Source: an optimization exercise on an open RTL-to-GDS flow (aim: small area, a short achievable clock period and few clock cycles per item). Production flows keep margins and buffers that such runs may drop. At most, simulation tests tie the RTL to the original design; equivalence was not proved. Only the layout flow was run in run 2; the RTL was not checked for function there. Power is estimated from default activity; no workload was simulated.

==> flow/run.sh <==
#!/bin/bash
# Standard ORFS layout, except that the port buffers use a small buffer cell
# (buf_1) instead of the delay-buffer cell buffer_ports picks by default;
# repair_design / repair_timing still resize them where needed.
set -euo pipefail
export BUFFER_PORTS_ARGS="-buffer_cell sky130_fd_sc_hd__buf_1"
bash standard.sh > standard.log 2>&1
==> constraint.sdc <==
create_clock -name core_clock -period 5.5 [get_ports {clk}]
set_input_delay 1.1000 -clock core_clock [delete_from_list [all_inputs] [get_ports {clk}]]
set_output_delay 1.1000 -clock core_clock [all_outputs]
set_load 0.01 [all_outputs]
==> config.mk <==
export PLATFORM = sky130hd
export DESIGN_NAME = wav_header_chunk_parser
export DESIGN_NICKNAME = wav_header_chunk_parser
export VERILOG_FILES = /design/flow/design.v
export SDC_FILE = /design/flow/constraint.sdc
export NUM_CORES = 4
export LEC_CHECK = 0
export ABC_AREA = 1
export CAP_MARGIN = 20
export CORE_MARGIN = 2
export CORE_UTILIZATION = 55
export CTS_CLUSTER_DIAMETER = 100
export CTS_CLUSTER_SIZE = 25
export SETUP_SLACK_MARGIN = 3.35
export SLEW_MARGIN = 20
==> design.v <==
package wavp_pkg;
    localparam logic [3:0] ChunkLimitReset = 4'd10;
    localparam logic [2:0] StHeader      = 3'd0;
    localparam logic [2:0] StPayload     = 3'd1;
    localparam logic [2:0] StDone        = 3'd2;
    localparam logic [2:0] StBadRiff     = 3'd3;
    localparam logic [2:0] StBadWave     = 3'd4;
    localparam logic [2:0] StBadChannels = 3'd5;
    localparam logic [2:0] StNoData      = 3'd6;
    localparam logic [2:0] StTruncated   = 3'd7;
endpackage
import wavp_pkg::*;
module wav_header_chunk_parser (
    input  logic        clk,
    input  logic        rst_n,
    input  logic        in_valid,
    output logic        in_stall,
    input  logic [7:0]  byte_value,
    input  logic        end_of_file,
    input  logic        cfg_valid,
    output logic        cfg_ready,
    input  logic [3:0]  cfg_data,
    output logic        out_valid,
    input  logic        out_stall,
    output logic        payload_valid,
    output logic [7:0]  payload_byte,
    output logic        payload_last,
    output logic [15:0] audio_format,
    output logic [15:0] num_channels,
    output logic [31:0] sample_freq,
    output logic [15:0] bits_per_sample,
    output logic [31:0] payload_size,
    output logic [2:0]  status
);
    logic [5:0]  pos_q;              
    logic        first_q;            
    logic        ph_h, ph_w, ph_p;   
    logic [2:0]  st_q;               
    logic [15:0] fmt_q, ch_q, bits_q;
    logic [31:0] rate_q, psize_q;
    logic [31:0] cnt_q;              
    logic [2:0]  hc_q;               
    logic        skip_q;             
    logic        match_q;            
    logic [3:0]  chunks_q;
    logic [3:0]  limit_q;
    logic        ov_q, pv_q, pl_q;
    logic [7:0]  pb_q;
    logic [5:0]  pos_n;
    logic [2:0]  st_n;
    logic        phh_n, phw_n, php_n;
    logic [2:0]  hc_n;
    logic        skip_n, match_n;
    logic [3:0]  chunks_n;
    logic        pv_n, pl_n;
    logic        hold, acc, take, src_eof;
    logic        a_v, a_eof, b_v, b_eof;
    logic [7:0]  a_d, b_d;
    logic        live, chk;
    logic [7:0]  d;
    logic [31:0] size;
    logic [31:0] cnt_dec;
    logic [3:0]  cz_q;               
    logic [3:0]  cz_n, brw;
    logic [3:0]  chunks_dec;
    logic [7:0]  in_d;
    logic        in_eof;
    logic        a_z;
    logic [3:0]  a_c, in_c;
    localparam logic [3:0] CNone = 4'd0, CR = 4'd1, CI = 4'd2, CF = 4'd3, CW = 4'd4,
                           CA = 4'd5, CV = 4'd6, CE = 4'd7, Cd = 4'd8, Ca = 4'd9, Ct = 4'd10;
    logic        hdr_eq, id_eq;
    logic        p3, p11, p23, w7;
    logic        w7_q;                  
    logic        hdr_ok, id_ok;
    logic        cnt_one, size_zero;
    logic        cnt_one_q;
    logic        cnt_count, cnt_load, psize_load;
    assign hold      = ov_q & out_stall;
    assign in_stall  = b_v;
    assign take      = in_valid & ~b_v;
    assign acc       = a_v & ~hold;
    assign d         = a_d;
    assign in_d      = b_v ? b_d : byte_value;
    assign in_eof    = b_v ? b_eof : end_of_file;
    always_comb
    begin
        case (in_d)
            8'h52:   in_c = CR;
            8'h49:   in_c = CI;
            8'h46:   in_c = CF;
            8'h57:   in_c = CW;
            8'h41:   in_c = CA;
            8'h56:   in_c = CV;
            8'h45:   in_c = CE;
            8'h64:   in_c = Cd;
            8'h61:   in_c = Ca;
            8'h74:   in_c = Ct;
            default: in_c = CNone;
        endcase
    end
    assign src_eof   = a_eof;
    assign cfg_ready = 1'b1;
    assign p3         = (pos_q == 6'd3);
    assign p11        = (pos_q == 6'd11);
    assign p23        = (pos_q == 6'd23);
    assign w7         = w7_q && ph_w;
    assign live       = ph_h || ph_w || ph_p || (st_q == StDone);
    assign size       = {d, cnt_q[31:8]};
    assign brw = {cz_q[2] & cz_q[1] & cz_q[0], cz_q[1] & cz_q[0], cz_q[0], 1'b1};
    always_comb
    begin
        for (int k = 0; k < 4; k++)
        begin
            cnt_dec[8*k +: 8] = brw[k] ? cnt_q[8*k +: 8] - 8'd1 : cnt_q[8*k +: 8];
            cz_n[k]           = brw[k] ? (cnt_q[8*k +: 8] == 8'd1) : cz_q[k];
        end
    end
    assign chunks_dec = chunks_q - 1'b1;
    assign cnt_one    = cnt_one_q;
    assign size_zero  = a_z && (cz_q[3:1] == 3'b111);
    always_comb
    begin
        case (pos_q[1:0])
            2'd0:    hdr_eq = (a_c == (pos_q[3] ? CW : CR));
            2'd1:    hdr_eq = (a_c == (pos_q[3] ? CA : CI));
            2'd2:    hdr_eq = (a_c == (pos_q[3] ? CV : CF));
            default: hdr_eq = (a_c == (pos_q[3] ? CE : CF));
        endcase
        case (hc_q[1:0])
            2'd0:    id_eq = (a_c == Cd);
            2'd1:    id_eq = (a_c == Ca);
            2'd2:    id_eq = (a_c == Ct);
            default: id_eq = (a_c == Ca);
        endcase
    end
    assign hdr_ok = hdr_eq && (pos_q[1:0] == 2'd0 || match_q);
    assign id_ok  = id_eq && (hc_q[1:0] == 2'd0 || match_q);
    assign cnt_count  = ph_p || (ph_w && skip_q);
    assign cnt_load   = cnt_count || (ph_w && hc_q[2]);
    assign psize_load = w7 && (chunks_q != 4'd0) && match_q;
    always_comb
    begin
        phh_n    = ph_h;
        phw_n    = ph_w;
        php_n    = ph_p;
        st_n     = st_q;
        hc_n     = hc_q;
        skip_n   = skip_q;
        match_n  = match_q;
        chunks_n = chunks_q;
        pv_n     = 1'b0;
        pl_n     = 1'b0;
        chk = live && p23
              && !(a_z && (ch_q[7:0] == 8'd1 || ch_q[7:0] == 8'd2));
        if (chk)
        begin
            phh_n = 1'b0;
            phw_n = 1'b0;
            php_n = 1'b0;
            st_n  = StBadChannels;
        end
        else if (ph_h)
        begin
            st_n    = StHeader;
            match_n = hdr_ok;
            if (p3 && !hdr_ok)
            begin
                phh_n = 1'b0;
                st_n  = StBadRiff;
            end
            else if (p11)
            begin
                phh_n = 1'b0;
                if (!hdr_ok)
                    st_n = StBadWave;
                else
                begin
                    phw_n    = 1'b1;
                    hc_n     = 3'd0;
                    skip_n   = 1'b0;
                    chunks_n = limit_q;
                end
            end
        end
        else if (ph_w)
        begin
            st_n = StHeader;
            if (skip_q)
                skip_n = !cnt_one;
            else
            begin
                hc_n = hc_q + 1'b1;
                if (!hc_q[2])
                    match_n = id_ok;
                else if (w7)
                begin
                    if (chunks_q == 4'd0)
                    begin
                        phw_n = 1'b0;
                        st_n  = StNoData;
                    end
                    else if (match_q)
                    begin
                        phw_n = 1'b0;
                        php_n = !size_zero;
                        st_n  = size_zero ? StDone : StPayload;
                    end
                    else
                    begin
                        chunks_n = chunks_dec;
                        skip_n   = !size_zero;
                        if (chunks_q == 4'd1)
                        begin
                            phw_n = 1'b0;
                            st_n  = StNoData;
                        end
                    end
                end
            end
        end
        else if (ph_p)
        begin
            pv_n = 1'b1;
            st_n = StPayload;
            if (cnt_one)
            begin
                php_n = 1'b0;
                pl_n  = 1'b1;
                st_n  = StDone;
            end
        end
        if (src_eof)
        begin
            if (phh_n || php_n)
                st_n = StTruncated;
            else if (phw_n)
                st_n = StNoData;
            phh_n = 1'b1;
            phw_n = 1'b0;
            php_n = 1'b0;
        end
        if (src_eof)
            pos_n = 6'd0;
        else if (pos_q != 6'd36)
            pos_n = pos_q + 1'b1;
        else
            pos_n = pos_q;
    end
    always_ff @(posedge clk or negedge rst_n)
    begin
        if (!rst_n)
            limit_q <= ChunkLimitReset;
        else if (cfg_valid)
            limit_q <= cfg_data;
    end
    always_ff @(posedge clk or negedge rst_n)
    begin
        if (!rst_n)
        begin
            ov_q    <= 1'b0;
            a_v     <= 1'b0;
            b_v     <= 1'b0;
            pos_q   <= 6'd0;
            first_q <= 1'b1;
            ph_h    <= 1'b1;
            ph_w    <= 1'b0;
            ph_p    <= 1'b0;
        end
        else
        begin
            ov_q <= acc | hold;
            a_v  <= acc ? (b_v | take) : (a_v | take);
            b_v  <= b_v ? !acc : (take && a_v && !acc);
            if (acc)
            begin
                pos_q   <= pos_n;
                first_q <= src_eof;
                ph_h    <= phh_n;
                ph_w    <= phw_n;
                ph_p    <= php_n;
            end
        end
    end
    logic [7:0]  dcap;
    logic [9:0]  lane;
    logic [9:0]  lane_en;
    logic        psize_en, cnt_en;
    assign dcap = first_q ? 8'd0 : d;
    always_comb
    begin
        lane[0] = (pos_q == 6'd20);
        lane[1] = (pos_q == 6'd21);
        lane[2] = (pos_q == 6'd22);
        lane[3] = (pos_q == 6'd23);
        lane[4] = (pos_q == 6'd24);
        lane[5] = (pos_q == 6'd25);
        lane[6] = (pos_q == 6'd26);
        lane[7] = (pos_q == 6'd27);
        lane[8] = (pos_q == 6'd34);
        lane[9] = (pos_q == 6'd35);
        lane_en = acc ? (first_q ? 10'h3ff : (live ? lane : 10'd0)) : 10'd0;
    end
    always_ff @(posedge clk)
    begin
        if (lane_en[0]) fmt_q[7:0]    <= dcap;
        if (lane_en[1]) fmt_q[15:8]   <= dcap;
        if (lane_en[2]) ch_q[7:0]     <= dcap;
        if (lane_en[3]) ch_q[15:8]    <= dcap;
        if (lane_en[4]) rate_q[7:0]   <= dcap;
        if (lane_en[5]) rate_q[15:8]  <= dcap;
        if (lane_en[6]) rate_q[23:16] <= dcap;
        if (lane_en[7]) rate_q[31:24] <= dcap;
        if (lane_en[8]) bits_q[7:0]   <= dcap;
        if (lane_en[9]) bits_q[15:8]  <= dcap;
    end
    assign psize_en = acc && (first_q || psize_load);
    assign cnt_en   = acc && cnt_load;
    always_ff @(posedge clk)
    begin
        if (psize_en)
            psize_q <= first_q ? 32'd0 : size;
        if (cnt_en)
        begin
            cnt_q     <= cnt_count ? cnt_dec : size;
            cz_q      <= cnt_count ? cz_n : {a_z, cz_q[3:1]};
            cnt_one_q <= cnt_count ? (cz_q[3:1] == 3'b111 && cnt_q[7:0] == 8'd2)
                                   : (a_z && cz_q[3:2] == 2'b11 && cnt_q[15:8] == 8'd1);
        end
    end
    always_ff @(posedge clk)
    begin
        if (acc || !a_v)
        begin
            a_d   <= in_d;
            a_eof <= in_eof;
            a_z   <= (in_d == 8'h00);
            a_c   <= in_c;
        end
        if (!b_v)
        begin
            b_d   <= byte_value;
            b_eof <= end_of_file;
        end
    end
    always_ff @(posedge clk)
    begin
        if (acc)
        begin
            st_q     <= st_n;
            hc_q     <= hc_n;
            skip_q   <= skip_n;
            match_q  <= match_n;
            chunks_q <= chunks_n;
            w7_q     <= ph_w && !skip_q && (hc_q == 3'd6);
            pv_q     <= pv_n;
            pl_q     <= pl_n;
            pb_q     <= pv_n ? d : 8'd0;
        end
    end
    assign out_valid       = ov_q;
    assign payload_valid   = pv_q;
    assign payload_byte    = pb_q;
    assign payload_last    = pl_q;
    assign audio_format    = fmt_q;
    assign num_channels    = ch_q;
    assign sample_freq     = rate_q;
    assign bits_per_sample = bits_q;
    assign payload_size    = psize_q;
    assign status          = st_q;
endmodule
==> standard.sh <==
#!/bin/bash
# synth_recipe.tcl (not shown) runs the flow's synth.tcl, then flattens the netlist and writes it again
# the make line also repeats each setting of config.mk as NAME=value (left out here)
make -C /OpenROAD-flow-scripts/flow DESIGN_CONFIG=/design/flow/config.mk WORK_HOME=/design/flow/orfs CLKGATE_MAP_FILE= SYNTH_SCRIPT=/design/flow/synth_recipe.tcl "${@:-finish}"
==> summary.md, run 1 <==
| Metric | Value |
|---|---|
| CP cell instances | clkbuf_2 |
| ANT cells | 0 |
| Iteration-0 DRC count of the detailed router | 474 |
| Max Cap Viol | 0 |
| Period utilization | 0.396 |
| Full die area | 17,600 µm² |
| Core Area | roughly 16,000 µm² |
| GRT Residual Overflow | 0 |
| Async S/R FF share, synth | 0.0802 |
| Syn Area/Cell | 11.5 µm² |
| Power Density | 524 nW/µm² |
| Total negative slack | 0 ns |
| Combinational power share | 0.335 |
| CP top delay family | flip-flops |
| Worst skew pair latency | between 0.4 and 0.5 ns |
| Die height | 133 µm |
| Sw power | 2.07 mW |
| Seq pwr share | 0.500 |
| Share of the synthesized area in the top cell type | 0.614 |
| Final Core Density | 0.660 |
| Seq/Total Area, Yosys | 0.682 |
| Setup crit end kind | output pin |
| GRT Util Overall | 0.236 |
| Post-route insts no fill | 1,190 |
| Net Count, Synth | just over 800 |
| Commonest cells in the netlist | 186 x edfxtp_1, 123 x nand2_1, 108 x nor2_1, 90 x inv_1, 51 x o21ai_0 |
| Routed Antenna Nets | 0 |
| Max Freq | about 460 MHz |
| P_leak | 4.13 nW |
| Avg WL per Cell | around 18 µm |
| Inserted Clock Buffers | 12 |
| Worst Hold Class | register to register |
| Final hold vios | 0 |
| Avg Vias per Cell | about 5.3 |
| # nets final | approximately 1,000 |
| Multi-input logic area | approximately 2700 µm² |
| Maximum root-to-sink buffer count | 3 |
| Post-route cell area | around 11,000 µm² |
| Setup CP Type | register to output pin |
| Drt first pass iters | 4 |
| Number of global-route vias before repair | 6,088 |
| Placed Cells | roughly 1,100 |
| Initial antenna violation count | 0 |
| Status | timing/DRC/antenna clean |
| Yosys top cell by area | edfxtp_1 |
| PortBufs | approximately 140 |
| Internal power | around 3.6 mW |
| Layout cells sized above 1 | 0.135 |
| FILL cells | approximately 1,300 |
| Max incr delay on CP | around 0.46 ns |
| Post-synth EDFFs | 186 |
| Pins Over Slew Limit | 0 |
| RSZ-0062 raised after global routing | true |
| GPL Wtd Cong | about 1 |
| DP Area | between 9000 and 10,000 µm² |
| Buffers & Inverters on Critical Path | 1 |
| Clock Skew | 0.0190 ns |
| Root Driver | clkbuf_16 |
| Switching share of power | 0.366 |
| Ports | approximately 150 |
| Initial core utilization | 0.556 |
| Synth Warn # | 1 |
| Clock Sinks | around 210 |
| Most common cell in the netlist | edfxtp_1 |
| CTS H-tree lvls | 1 |
| Dpl hpwl | ~15,000 µm |
| Final Worst Setup Slack | approximately 3.3 ns |
| Register area | around 6200 µm² |
| Die Wd | about 130 µm |
| First-pass GRT wire length | approximately 32,000 µm |
| Final setup fails | 0 |
| Area grow syn2layout | 18.8% |
| DRC | 0 |
| CP Launch Type | register |
| Clock power frac | 0.165 |
| Synthesized area | 9090 µm² |
| Netlist cell types | between 40 and 50 |
| Slew headroom | 0.388 |
| Mapped Cells | 792 |
| Worst path arrival time | between 1 and 1.5 ns |
| Crit path required time | 4.40 ns |
| FP Rows | between 40 and 50 |
| Clock Pin Slew Worst Setup and Hold Paths | about 0.09 ns |
| Maximum vdd drop | roughly 0.00028 V |
| Slew @ Worst Pin | roughly 0.91 ns |
| Pre-CTS setup slack | 2.24 ns |
| Final WL | approximately 21,000 µm |
| Pin count of the biggest net entering global routing | 43 |
| Min Tclk post-route | 2.18 ns |
| Synth top area cells | edfxtp_1 61%, nand2_1 5.1%, nor2_1 4.5% |
| Vias | roughly 6,400 |
| FF+latch count, synth | about 210 |
| Crit-path max FO | 3 |
| CTS tree | yes |
| Critical path's slowest cell | edfxtp_1 |
| Synth Flop Type | edfxtp_1 |
==> cell families (layout without fill, tap and decap cells) <==
group	after synthesis	after routing	synth area share
AOI/OAI and AO/OA	102	104	0.0629
xor gates and xnor gates	23	23	0.0222
adders and majority gates	20	20	0.0275
buffers and inverters	117	292	0.0507
DFF	212	212	0.682
muxes	4	4	0.00495
other	1	1	0.000413
and+or+nand+nor	313	314	0.150
==> layout make-up <==
cell class                      count  area share
Clock inverter                      1     0.00151
Inverter                           96      0.0347
Tap cell                          220      0.0255
Timing Repair Buffer              174      0.0816
Clock buffer                       19      0.0322
Sequential cell                   212       0.575
Timing Repair inverter              2     0.00116
Multi-Input combinational cell    466       0.248
==> through the flow <==
stage | hold WS [ns] | power [mW]
after floorplan | 0.418 | 3.86
after global placement | 0.439 | 4.43
after detailed placement | 0.442 | 4.48
after CTS | 0.466 | 5.57
after global routing | 0.480 | 5.98
final | 0.466 | 5.66
==> registers in the layout, indices dropped and copies added, names as in the netlist, 3 cells and up <==
| signal | count |
|---|---|
| bits_q | 16 |
| chunks_q | 4 |
| psize_q | 32 |
| ch_q | 16 |
| hc_q | 3 |
| pos_q | 6 |
| pb_q | 8 |
| fmt_q | 16 |
| a_d | 8 |
| b_d | 8 |
| cz_q | 4 |
| cnt_q | 32 |
| a_c | 4 |
| limit_q | 4 |
| rate_q | 32 |
| st_q | 3 |
==> per-layer routing <==
metal | global-route usage | vias to the layer above | share of wire
met5 | 0 | - | 0
met4 | 0.0597 | 0 | 0.024
met3 | 0.0330 | 32 | 0.061
met2 | 0.408 | 244 | 0.49
met1 | 0.317 | 3053 | 0.42
li1 | - | 3036 | -
==> placed cells by master, fill, tap and decap left out, types with 3 or more instances in the layout <==
cell	Yosys	routed
a21oi_1	26	16
a21oi_4	0	10
buf_1	0	125
buf_12	0	7
buf_4	2	21
clkbuf_1	15	6
clkbuf_16	0	13
clkbuf_2	0	19
clkinvlp_4	0	4
dfrtp_1	13	9
dfrtp_2	0	4
dfxtp_1	9	9
edfxtp_1	186	186
ha_1	20	17
inv_1	90	85
inv_2	5	7
mux2_2	4	4
nand2_1	123	120
nand3_1	33	33
nand4_1	11	11
nor2_1	108	103
nor2_2	3	6
nor2_4	1	3
nor3_1	16	15
nor3b_1	3	3
o21a_4	0	3
o21ai_0	51	50
o21ai_2	4	5
o22ai_1	4	4
or2_1	4	4
xnor2_1	8	8
xor2_1	15	15
==> worst paths after layout <==
check                        start    endpoint  slack (ns)  depth (start not counted)
min reg2reg                  b_eof       b_eof        0.47                          2
min                          b_eof       b_eof        0.47                          2
max reg2reg                first_q  rate_q[31]        3.46                          4
min in group asynchronous    rst_n  limit_q[2]        0.58                          1
max                        st_q[0]   status[0]        3.32                          1
max in group asynchronous    rst_n        ov_q        4.56                          1
==> what timing repair did <==
| action | CTS | global route |
|---|---|---|
| gates cloned | 5 | 0 |
| resized for setup | 17 | 33 |
| setup buffers | 19 | 10 |
| setup endpoints to repair | 181 | 129 |
| pin swaps | 7 | 4 |
| hold buffers | 0 | 0 |
==> power by group through the flow <==
stage               combinational (mW)  sequential [mW]  clock [mW]
floorplan                        0.939             2.92           0
global placement                  1.57             2.86           0
detailed placement                1.60             2.88           0
CTS                               1.78             2.83       0.951
global route                      2.08             2.89        1.01
finish                            1.90             2.83       0.931
Testbench counts, summed over its fixed seeds: cycles 34,680, items 34,664.
==> run 2, diff against run 1 <==
--- a/design.v
+++ b/design.v
@@ -71,10 +71,8 @@
                            CA = 4'd5, CV = 4'd6, CE = 4'd7, Cd = 4'd8, Ca = 4'd9, Ct = 4'd10;
     logic        hdr_eq, id_eq;
     logic        p3, p11, p23, w7;
-    logic        w7_q;                  
     logic        hdr_ok, id_ok;
     logic        cnt_one, size_zero;
-    logic        cnt_one_q;
     logic        cnt_count, cnt_load, psize_load;
     assign hold      = ov_q & out_stall;
     assign in_stall  = b_v;
@@ -104,7 +102,7 @@
     assign p3         = (pos_q == 6'd3);
     assign p11        = (pos_q == 6'd11);
     assign p23        = (pos_q == 6'd23);
-    assign w7         = w7_q && ph_w;
+    assign w7         = ph_w && !skip_q && (hc_q == 3'd7);
     assign live       = ph_h || ph_w || ph_p || (st_q == StDone);
     assign size       = {d, cnt_q[31:8]};
     assign brw = {cz_q[2] & cz_q[1] & cz_q[0], cz_q[1] & cz_q[0], cz_q[0], 1'b1};
@@ -117,7 +115,7 @@
         end
     end
     assign chunks_dec = chunks_q - 1'b1;
-    assign cnt_one    = cnt_one_q;
+    assign cnt_one    = (cz_q[3:1] == 3'b111) && (cnt_q[7:0] == 8'd1);
     assign size_zero  = a_z && (cz_q[3:1] == 3'b111);
     always_comb
     begin
@@ -324,8 +322,6 @@
         begin
             cnt_q     <= cnt_count ? cnt_dec : size;
             cz_q      <= cnt_count ? cz_n : {a_z, cz_q[3:1]};
-            cnt_one_q <= cnt_count ? (cz_q[3:1] == 3'b111 && cnt_q[7:0] == 8'd2)
-                                   : (a_z && cz_q[3:2] == 2'b11 && cnt_q[15:8] == 8'd1);
         end
     end
     always_ff @(posedge clk)
@@ -352,7 +348,6 @@
             skip_q   <= skip_n;
             match_q  <= match_n;
             chunks_q <= chunks_n;
-            w7_q     <= ph_w && !skip_q && (hc_q == 3'd6);
             pv_q     <= pv_n;
             pl_q     <= pl_n;
             pb_q     <= pv_n ? d : 8'd0;
--- a/config.mk
+++ b/config.mk
@@ -11,5 +11,5 @@
 export CORE_UTILIZATION = 55
 export CTS_CLUSTER_DIAMETER = 100
 export CTS_CLUSTER_SIZE = 25
-export SETUP_SLACK_MARGIN = 3.35
+export SETUP_SLACK_MARGIN = 3.3
 export SLEW_MARGIN = 20
==> summary.md, run 2 <==
| Metric | Value |
|---|---|
| Status | timing/DRC/antenna clean |
| Hold Startpoint | b_eof |
| Power Density | 524 nW/µm² (about the same) |
| CP startpoint | ov_q |
| Die height | 133 µm (+0.21%) |
| Iteration-0 DRC count of the detailed router | 490 (+3.4%) |
| Synth Warn # | 1 (unchanged) |
| GRT Util Overall | 0.236 (about the same) |
| Synth Flop Type | edfxtp_1 |
| Largest registers | cnt_q (32), psize_q (32), rate_q (32) |
| Root Driver | clkbuf_16 |
| GRT Residual Overflow | 0 (unchanged) |
| Inserted Clock Buffers | 12 (unchanged) |
| RSZ-0062 raised after global routing | true |
| Crit-path max FO | 2 (-1) |
| Clock Skew | 0.0178 ns (-0.00125 ns) |
| Net Count, Synth | 819 (-1.3%) |
| Mapped Cells | 781 (-1.4%) |
| WP depth | 1 (unchanged) |
| Layout cells sized above 1 | 0.139 (+0.00387) |
| Final Core Density | 0.650 (-0.0101) |
| Clock Pin Slew Worst Setup and Hold Paths | 0.10 ns (about the same) |
| # nets final | 975 (-2.7%) |
| Crit path required time | 4.40 ns (about the same) |
| Reg-to-Reg End | bits_q[13] |
| Placed Cells | 1,126 (-0.88%) |
| GRT met2 Usage | 0.383 (-0.0256) |
| Most common cell in the netlist | edfxtp_1 |
| Critical path's slowest cell | dfrtp_2 |
| Pin count of the biggest net entering global routing | 44 (+2.3%) |
| Final setup fails | 0 (unchanged) |
| Clock Sinks | 210 (-0.94%) |
| CTS tree | yes |
| Full die area | 17,600 µm² (+0.42%) |
| Syn Area/Cell | 11.7 µm² (+1.9%) |
| Slew headroom | 0.385 (-0.00323) |
| Netlist cell types | 44 (-8.3%) |
| PortBufs | 144 (unchanged) |
| Async S/R FF share, synth | 0.0810 (+0.000764) |
| CTS H-tree lvls | 1 (unchanged) |
| Seq/Total Area, Yosys | 0.672 (-0.00957) |
| Slew @ Worst Pin | 0.920 ns (+0.00483 ns) |
| Buffers & Inverters on Critical Path | 1 (unchanged) |
| Core Area | 16,400 µm² (+0.36%) |
| Commonest cells in the netlist | 184 x edfxtp_1, 116 x nand2_1, 94 x nor2_1, 85 x inv_1, 46 x o21ai_0 |
| Routed Antenna Nets | 0 (unchanged) |
| Worst path arrival time | 1.07 ns (about the same) |
| Most common cell after layout, fill and taps aside | edfxtp_1 |
| CP Launch Type | register |
| Avg Vias per Cell | 5.37 (+0.47%) |
| P_leak | 4.00 nW (-3.0%) |
| Max Cap Viol | 0 (unchanged) |
| Initial core utilization | 0.556 (about the same) |
| FF-to-FF Start | pos_q[0] |
| Setup CP Type | register to output pin |
| Total negative slack | 0 ns (unchanged) |
| Vias | 6,250 (-1.8%) |
| Met1 usage | 0.345 (+0.0279) |
| Worst Hold Class | register to register |
| Maximum vdd drop | 0.000345 V (+23%) |
| FF+latch count, synth | 210 (-0.94%) |
| Avg WL per Cell | 18.0 µm (+2.7%) |
| Post-synth EDFFs | 184 (-1.1%) |
| GPL Wtd Cong | 0.869 (-10%) |
| Reg2reg setup slack | 3.34 ns (-0.12 ns) |
| Setup crit end kind | output pin |
| Most frequent cells in the layout | 184 x edfxtp_1, 142 x buf_1, 113 x nand2_1, 91 x nor2_1, 80 x inv_1 |
| Worst skew pair latency | 0.47 ns (about the same) |
| Pins Over Slew Limit | 0 (unchanged) |
| Max incr delay on CP | 0.46 ns (about the same) |
| Hold EP | b_eof |
| Ports | 146 (unchanged) |
| Most used routing layer in global routing | met2 |
| Area grow syn2layout | 16.9% |
| Synth top area cells | edfxtp_1 61%, nand2_1 4.8%, nor2_1 3.9% |
| Grt met3 use | 0.0310 (-0.00192) |
| Share of the synthesized area in the top cell type | 0.605 (-0.00927) |
| Post-route insts no fill | 1,163 (-2.3%) |
| Synthesized area | 9130 µm² (+0.44%) |
| Final hold vios | 0 (unchanged) |
| Post-route cell area | 10,700 µm² (-1.2%) |
| Initial antenna violation count | 0 (unchanged) |
| ANT cells | 0 (unchanged) |
| Min Tclk post-route | 2.17 ns (-0.00537 ns) |
| DRC | 0 (unchanged) |
| Drt first pass iters | 5 (+1) |
| FP Rows | 47 (unchanged) |
| Die Wd | 133 µm (+0.21%) |
| Final WL | 20,900 µm (+0.37%) |
| Final Power | 5.59 mW (-1.1%) |
| DP Area | 9960 µm² (+0.20%) |
| R2R depth | 5 (+1) |
| Max Freq | 461 MHz (+0.25%) |
| Hold path depth | 2 (unchanged) |
| CP top delay family | flip-flops |
| First-pass GRT wire length | 32,500 µm (+1.1%) |
| Number of global-route vias before repair | 5,951 (-2.3%) |
| Yosys top cell by area | edfxtp_1 |
| Period utilization | 0.395 (-0.000976) |
| Dpl hpwl | 14,800 µm (+1.6%) |
| CP cell instances | buf_1 |
| Maximum root-to-sink buffer count | 3 (unchanged) |
[run 2: cell types whose count changed after synthesis, moves of 7 or more]
cell and change:
xor2_1 +8, nand3_1 -7, clkbuf_1 -7, nand4_1 +8, nor3_1 -9, nor2_1 -14
nand2_1 -7
[run 2: final cells by class]
type                       count  area [µm²]
sequential                   210        6150
timing repair buffer         160         751
clock buffer                  19         348
inverter                      96         375
tap                          220         275
fill                        1288        5740
multi-input combinational    457        2750
clock inverter                 1        16.3
[run 2: repair_timing]
action,4_1_cts,5_1_grt
pin swaps,2,2
endpoints found under the setup margin,146,87
hold buffers,0,0
cloned,3,1
setup buffers,7,6
resized for setup,22,11
[run 2: where the power goes]
group	total [mW]	switching, mW	internal [mW]	leakage, nW
clock network	0.932	0.484	0.448	0.175
logic	1.85	1.30	0.549	1.79
registers	2.81	0.299	2.51	2.04
total	5.59	2.09	3.51	4.00
[run 2: worst max-delay path by stage]
stage / endpoint / slack [ns]
floorplan: cnt_q[16] / 3.15
global placement: cnt_q[27] / 2.67
detailed placement: cnt_q[18] / 2.59
CTS: chunks_q[1] / 3.31
global route: bits_q[1] / 3.25
finish: out_valid / 3.33
[run 2: stage by stage]
step | worst slack [ns] | hold WS (ns)
2_1_floorplan | 3.15 | 0.418
3_3_place_gp | 2.67 | 0.437
3_5_place_dp | 2.59 | 0.438
4_1_cts | 3.31 | 0.465
5_1_grt | 3.25 | 0.491
6_report | 3.33 | 0.465
[run 2: cell families after synthesis]
logic type / Yosys count / synth area share
and+or+nand+nor: 310 / 0.160
other: 1 / 0.000411
buffers and inverters: 116 / 0.0517
muxes: 4 / 0.00493
adders and majority gates: 20 / 0.0274
DFF: 210 / 0.672
xor gates and xnor gates: 27 / 0.0259
AOI/OAI and AO/OA: 93 / 0.0576
[run 2: per-layer routing]
layer	share of wire	wire [µm]
met5	0	0
met4	0.018	367
met3	0.067	1400
met2	0.47	9770
met1	0.45	9380

[static timing again, ports no longer ideal]
No port has a modelled driver above. Below, the same layouts with a new extraction and two added sets of constraints. Step 1, drivers: a clkbuf_16 drives clk and a buf_2 each remaining input, both assumed. Step 2 times the ports against the registers' clock, not the clock port: input delays grow and output delays shrink by t, the midpoint of the rising clock arrivals with the driver on. Slacks: ideal / step 1 / step 2; pairs: ideal / step 1.
| run | t (ns) | setup slack, ns | slew at the worst register clock pin (ns) |
|---|---|---|---|
| run 1 | 0.500 | 3.325 / 3.282 / 2.925 | 0.10 / 0.10 |
| run 2 | 0.504 | 3.330 / 3.287 / 2.927 | 0.10 / 0.10 |
After both steps setup and hold are still met in every run listed. The setup slack of run 2, which loses most, moves by -0.043 ns with the drivers and by -0.403 ns with both steps.
